Context: an optimization exercise on an open-source flow, tuned for small area. The choices shown serve that exercise and are no tape-out recipe.
Only simulation tests tie the RTL to the original design; equivalence was not proved.

==> run a: inputs <==
==> flow/design.v <==
module cmac_rx_monitor #(
   parameter int          MIN_FRAME_BYTES  = 64,
   parameter int          MAX_FRAME_BYTES  = 9600,
   parameter int          CNT_W            = 12,   
   parameter int          BYTES_W          = 24,   
   parameter logic [CNT_W-1:0] GOOD_FRAMES_INIT = '0    
) (
   input  logic               user_clk,
   input  logic               user_resetn,
   input  logic               clear,
   input  logic [511:0]       s_axis_tdata,
   input  logic [63:0]        s_axis_tkeep,
   input  logic               s_axis_tuser,
   input  logic               s_axis_tlast,
   input  logic               s_axis_tvalid,
   output logic               s_axis_tready,
   output logic [511:0]       m_axis_tdata,
   output logic [63:0]        m_axis_tkeep,
   output logic               m_axis_tuser,
   output logic               m_axis_tlast,
   output logic               m_axis_tvalid,
   input  logic               m_axis_tready,
   output logic [CNT_W-1:0]   good_frames,
   output logic [CNT_W-1:0]   bad_frames,
   output logic [CNT_W-1:0]   runt_frames,
   output logic [CNT_W-1:0]   oversize_frames,
   output logic [BYTES_W-1:0] good_bytes,
   output logic               frame_done,
   output logic [15:0]        last_frame_len
);
   localparam int BW = 512 + 64 + 2;
   function automatic logic [6:0] popcount(input logic [63:0] k);
      popcount = '0;
      for (int i = 0; i < 64; i++) popcount = popcount + {6'd0, k[i]};
   endfunction
   function automatic logic [CNT_W-1:0] sat_inc(input logic [CNT_W-1:0] c);
      sat_inc = (c == '1) ? c : c + 1'b1;
   endfunction
   logic [BW-1:0] main_q, skid_q, skid_d, in_beat;
   logic  main_vld, skid_vld, rdy_q, skid_nxt;
   logic  in_hs, out_hs, frame_end, main_ld;
   assign in_beat   = {s_axis_tdata, s_axis_tkeep, s_axis_tuser, s_axis_tlast};
   assign in_hs     = s_axis_tvalid & rdy_q;
   assign out_hs    = main_vld & m_axis_tready;
   assign frame_end = in_hs & s_axis_tlast;
   assign s_axis_tready = rdy_q;
   assign m_axis_tvalid = main_vld;
   assign {m_axis_tdata, m_axis_tkeep, m_axis_tuser, m_axis_tlast} = main_q;
   assign skid_nxt = skid_vld ? !out_hs : (in_hs & main_vld & !out_hs);
   assign skid_d  = skid_vld ? skid_q : in_beat;
   assign main_ld = out_hs | !main_vld;
   always_ff @(posedge user_clk) begin
      skid_q <= skid_d;
      if (main_ld) main_q <= skid_d;
   end
   always_ff @(posedge user_clk or negedge user_resetn) begin
      if (!user_resetn) begin
         main_vld <= 1'b0;
         skid_vld <= 1'b0;
         rdy_q    <= 1'b0;
      end else begin
         skid_vld <= skid_nxt;
         rdy_q    <= !skid_nxt;
         main_vld <= skid_vld | in_hs | (main_vld & !out_hs);
      end
   end
   logic [6:0]  beat_bytes;
   logic [16:0] sum;
   logic [15:0] acc_q, frame_len;
   logic [BYTES_W:0] bytes_sum;
   logic        fmt_err_q, beat_err, keep_contig, is_runt, is_over, frame_bad;
   logic [62:0] keep_step;
   assign beat_bytes  = popcount(s_axis_tkeep);
   assign sum         = {1'b0, acc_q} + {10'b0, beat_bytes};
   assign frame_len   = sum[16] ? 16'hFFFF : sum[15:0];
   for (genvar i = 0; i < 63; i++) begin : g_step
      assign keep_step[i] = s_axis_tkeep[i] | !s_axis_tkeep[i+1];
   end
   assign keep_contig = s_axis_tkeep[0] & (&keep_step);
   assign beat_err    = s_axis_tlast ? !keep_contig : !beat_bytes[6];
   assign is_runt     = frame_len < 16'(MIN_FRAME_BYTES);
   assign is_over     = frame_len > 16'(MAX_FRAME_BYTES);
   assign frame_bad   = s_axis_tuser | fmt_err_q | beat_err | is_runt | is_over;
   assign bytes_sum   = {1'b0, good_bytes} + {{(BYTES_W-13){1'b0}}, frame_len[13:0]};
   always_ff @(posedge user_clk or negedge user_resetn) begin
      if (!user_resetn) begin
         acc_q           <= '0;
         fmt_err_q       <= 1'b0;
         frame_done      <= 1'b0;
         last_frame_len  <= '0;
         good_frames     <= GOOD_FRAMES_INIT;
         bad_frames      <= '0;
         runt_frames     <= '0;
         oversize_frames <= '0;
         good_bytes      <= '0;
      end else begin
         frame_done <= frame_end;
         if (in_hs) begin
            if (s_axis_tlast) begin
               acc_q          <= '0;
               fmt_err_q      <= 1'b0;
               last_frame_len <= frame_len;
            end else begin
               acc_q     <= frame_len;
               fmt_err_q <= fmt_err_q | beat_err;
            end
         end
         if (clear) begin
            good_frames     <= '0;
            bad_frames      <= '0;
            runt_frames     <= '0;
            oversize_frames <= '0;
            good_bytes      <= '0;
         end else if (frame_end) begin
            if (frame_bad) begin
               bad_frames <= sat_inc(bad_frames);
            end else begin
               good_frames <= sat_inc(good_frames);
               good_bytes  <= bytes_sum[BYTES_W] ? '1 : bytes_sum[BYTES_W-1:0];
            end
            if (is_runt) runt_frames     <= sat_inc(runt_frames);
            if (is_over) oversize_frames <= sat_inc(oversize_frames);
         end
      end
   end
endmodule
==> flow/run.sh <==
#!/bin/bash
# synth_recipe.tcl (not shown) runs the flow's synth.tcl, then flattens the netlist and writes it again
# the make line also repeats each setting of config.mk as NAME=value (left out here)
make -C /OpenROAD-flow-scripts/flow DESIGN_CONFIG=/design/flow/config.mk WORK_HOME=/design/flow/orfs CLKGATE_MAP_FILE= SYNTH_SCRIPT=/design/flow/synth_recipe.tcl finish
==> flow/config.mk <==
export PLATFORM = sky130hd
export DESIGN_NAME = cmac_rx_monitor
export DESIGN_NICKNAME = cmac_rx_monitor
export VERILOG_FILES = /design/flow/design.v
export SDC_FILE = /design/flow/constraint.sdc
export NUM_CORES = 4
export LEC_CHECK = 0
export CAP_MARGIN = 20
export CORE_MARGIN = 2
export CORE_UTILIZATION = 40
export SLEW_MARGIN = 20
==> flow/constraint.sdc <==
create_clock -name core_clock -period 13.0 [get_ports {user_clk}]
set_input_delay 2.6000 -clock core_clock [delete_from_list [all_inputs] [get_ports {user_clk}]]
set_output_delay 2.6000 -clock core_clock [all_outputs]
set_load 0.01 [all_outputs]
==> inputs of run b, as changes to run a <==
==> flow/flow/run.sh (new file) <==
#!/bin/bash
# Standard ORFS layout with two changes: every port still gets its own buffer, but a
# minimum-size one (buf_1) instead of the default pick, and CTS inserts no dummy loads.
set -euo pipefail
export BUFFER_PORTS_ARGS="-buffer_cell sky130_fd_sc_hd__buf_1"
export CTS_ARGS="-sink_clustering_enable -repair_clock_nets -dont_use_dummy_load -buf_list sky130_fd_sc_hd__clkbuf_8 -sink_clustering_size 16 -sink_clustering_max_diameter 60"
bash standard.sh finish > standard.log 2>&1
==> flow/standard.sh (new file) <==
#!/bin/bash
# synth_recipe.tcl (not shown) runs the flow's synth.tcl, then flattens the netlist and writes it again
# the make line also repeats each setting of config.mk as NAME=value (left out here)
make -C /OpenROAD-flow-scripts/flow DESIGN_CONFIG=/design/flow/config.mk WORK_HOME=/design/flow/orfs CLKGATE_MAP_FILE= SYNTH_SCRIPT=/design/flow/synth_recipe.tcl "${@:-finish}"
- CORE_AREA: default -> 5 5 435 435
- CORE_MARGIN: 2 -> default
- CORE_UTILIZATION: 40 -> default
- CTS_BUF_LIST: default -> sky130_fd_sc_hd__clkbuf_8
- CTS_CLUSTER_DIAMETER: default -> 60
- CTS_CLUSTER_SIZE: default -> 16
- DIE_AREA: default -> 0 0 440 440
removed: flow/run.sh
==> inputs of run c, as changes to run a <==
- CORE_AREA: default -> 5 5 435 435
- CORE_MARGIN: 2 -> default
- CORE_UTILIZATION: 40 -> default
- DIE_AREA: default -> 0 0 440 440
==> inputs of run d, as changes to run a <==
==> flow/design.v, changed modules only <==
module cmac_rx_monitor #(
   parameter int          MIN_FRAME_BYTES  = 64,
   parameter int          MAX_FRAME_BYTES  = 9600,
   parameter int          CNT_W            = 12,   
   parameter int          BYTES_W          = 24,   
   parameter logic [CNT_W-1:0] GOOD_FRAMES_INIT = '0    
) (
   input  logic               user_clk,
   input  logic               user_resetn,
   input  logic               clear,
   input  logic [511:0]       s_axis_tdata,
   input  logic [63:0]        s_axis_tkeep,
   input  logic               s_axis_tuser,
   input  logic               s_axis_tlast,
   input  logic               s_axis_tvalid,
   output logic               s_axis_tready,
   output logic [511:0]       m_axis_tdata,
   output logic [63:0]        m_axis_tkeep,
   output logic               m_axis_tuser,
   output logic               m_axis_tlast,
   output logic               m_axis_tvalid,
   input  logic               m_axis_tready,
   output logic [CNT_W-1:0]   good_frames,
   output logic [CNT_W-1:0]   bad_frames,
   output logic [CNT_W-1:0]   runt_frames,
   output logic [CNT_W-1:0]   oversize_frames,
   output logic [BYTES_W-1:0] good_bytes,
   output logic               frame_done,
   output logic [15:0]        last_frame_len
);
   typedef struct packed {
      logic [511:0] tdata;
      logic [63:0]  tkeep;
      logic         tuser;
      logic         tlast;
   } beat_t;
   function automatic logic [6:0] popcount(input logic [63:0] k);
      popcount = '0;
      for (int i = 0; i < 64; i++) popcount = popcount + {6'd0, k[i]};
   endfunction
   function automatic logic [CNT_W-1:0] sat_inc(input logic [CNT_W-1:0] c);
      sat_inc = (c == '1) ? c : c + 1'b1;
   endfunction
   beat_t main_q, skid_q, in_beat;
   logic  main_vld, skid_vld, rdy_q, skid_nxt;
   logic  in_hs, out_hs, frame_end;
   assign in_beat   = {s_axis_tdata, s_axis_tkeep, s_axis_tuser, s_axis_tlast};
   assign in_hs     = s_axis_tvalid & rdy_q;
   assign out_hs    = main_vld & m_axis_tready;
   assign frame_end = in_hs & s_axis_tlast;
   assign s_axis_tready = rdy_q;
   assign m_axis_tvalid = main_vld;
   assign m_axis_tdata  = main_q.tdata;
   assign m_axis_tkeep  = main_q.tkeep;
   assign m_axis_tuser  = main_q.tuser;
   assign m_axis_tlast  = main_q.tlast;
   assign skid_nxt = skid_vld ? !out_hs : (in_hs & main_vld & !out_hs);
   always_ff @(posedge user_clk or negedge user_resetn) begin
      if (!user_resetn) begin
         main_vld <= 1'b0;
         skid_vld <= 1'b0;
         rdy_q    <= 1'b0;
         main_q   <= '0;
         skid_q   <= '0;
      end else begin
         skid_vld <= skid_nxt;
         rdy_q    <= !skid_nxt;
         if (skid_vld) begin
            if (out_hs) main_q <= skid_q;
         end else if (in_hs) begin
            if (!main_vld || out_hs) begin
               main_q   <= in_beat;
               main_vld <= 1'b1;
            end else begin
               skid_q <= in_beat;
            end
         end else if (out_hs) begin
            main_vld <= 1'b0;
         end
      end
   end
   logic [6:0]  beat_bytes;
   logic [16:0] sum;
   logic [15:0] acc_q, frame_len;
   logic [BYTES_W:0] bytes_sum;
   logic        fmt_err_q, beat_err, keep_contig, is_runt, is_over, frame_bad;
   assign beat_bytes  = popcount(s_axis_tkeep);
   assign sum         = {1'b0, acc_q} + {10'b0, beat_bytes};
   assign frame_len   = sum[16] ? 16'hFFFF : sum[15:0];
   assign keep_contig = (s_axis_tkeep != '0) && ((s_axis_tkeep & (s_axis_tkeep + 64'd1)) == '0);
   assign beat_err    = s_axis_tlast ? !keep_contig : (s_axis_tkeep != '1);
   assign is_runt     = frame_len < 16'(MIN_FRAME_BYTES);
   assign is_over     = frame_len > 16'(MAX_FRAME_BYTES);
   assign frame_bad   = s_axis_tuser | fmt_err_q | beat_err | is_runt | is_over;
   assign bytes_sum   = {1'b0, good_bytes} + {{(BYTES_W-15){1'b0}}, frame_len};
   always_ff @(posedge user_clk or negedge user_resetn) begin
      if (!user_resetn) begin
         acc_q           <= '0;
         fmt_err_q       <= 1'b0;
         frame_done      <= 1'b0;
         last_frame_len  <= '0;
         good_frames     <= GOOD_FRAMES_INIT;
         bad_frames      <= '0;
         runt_frames     <= '0;
         oversize_frames <= '0;
         good_bytes      <= '0;
      end else begin
         frame_done <= frame_end;
         if (in_hs) begin
            if (s_axis_tlast) begin
               acc_q          <= '0;
               fmt_err_q      <= 1'b0;
               last_frame_len <= frame_len;
            end else begin
               acc_q     <= frame_len;
               fmt_err_q <= fmt_err_q | beat_err;
            end
         end
         if (clear) begin
            good_frames     <= '0;
            bad_frames      <= '0;
            runt_frames     <= '0;
            oversize_frames <= '0;
            good_bytes      <= '0;
         end else if (frame_end) begin
            if (frame_bad) begin
               bad_frames <= sat_inc(bad_frames);
            end else begin
               good_frames <= sat_inc(good_frames);
               good_bytes  <= bytes_sum[BYTES_W] ? '1 : bytes_sum[BYTES_W-1:0];
            end
            if (is_runt) runt_frames     <= sat_inc(runt_frames);
            if (is_over) oversize_frames <= sat_inc(oversize_frames);
         end
      end
   end
endmodule
==> comparison <==
Run a ended with an error in 3_2_place_iop with PPL-0024. Run d passed the timing, design-rule and antenna checks. Run c finished with timing, DRC and antenna clean. Run b completed with no timing, DRC or antenna violations. The highest first-iteration DRC count belongs to run d, the lowest to run c. In run b the worst hold slack is lower than in run c, by 3.3 ps. Via count: run d is larger than run c (50%). The highest cell count belongs to run d, the lowest to run b.

## afterwards: timing with drivers on the ports
The flow's constraints put no driver on any port. The routed layouts listed below were extracted and timed again, unchanged, in two steps.
Step 1 (the two cells are an assumption about what drives the block):
set clk [get_ports {user_clk}]
set_driving_cell -lib_cell sky130_fd_sc_hd__clkbuf_16 $clk
set_driving_cell -lib_cell sky130_fd_sc_hd__buf_2 [delete_from_list [all_inputs] $clk]
Step 2 also shifts input and output timing later by t, the mid clock arrival at the registers, as if the neighbouring blocks saw the same clock.
Slacks: no drivers / after step 1 / after step 2; pairs: no drivers / after step 1.
run | shift t [ns] | setup slack, ns | clock arrival spread, ns | slew at the worst register clock pin (ns) | pins driven straight from the clock port
run b | 0.886 | 1.156 / 1.206 / 0.320 | 0.095 / 0.094 | 0.11 / 0.11 | 1
run c | 0.849 | 0.755 / 0.812 / -0.037 | 0.032 / 0.032 | 0.07 / 0.07 | 1
run d | 0.845 | 1.553 / 1.567 / 0.722 | 0.034 / 0.034 | 0.07 / 0.07 | 1
Met with ideal ports but missed after step 2: setup timing in run c. For run b, which loses most, drivers alone change the setup slack by +0.050 ns; drivers and shift together by -0.836 ns.
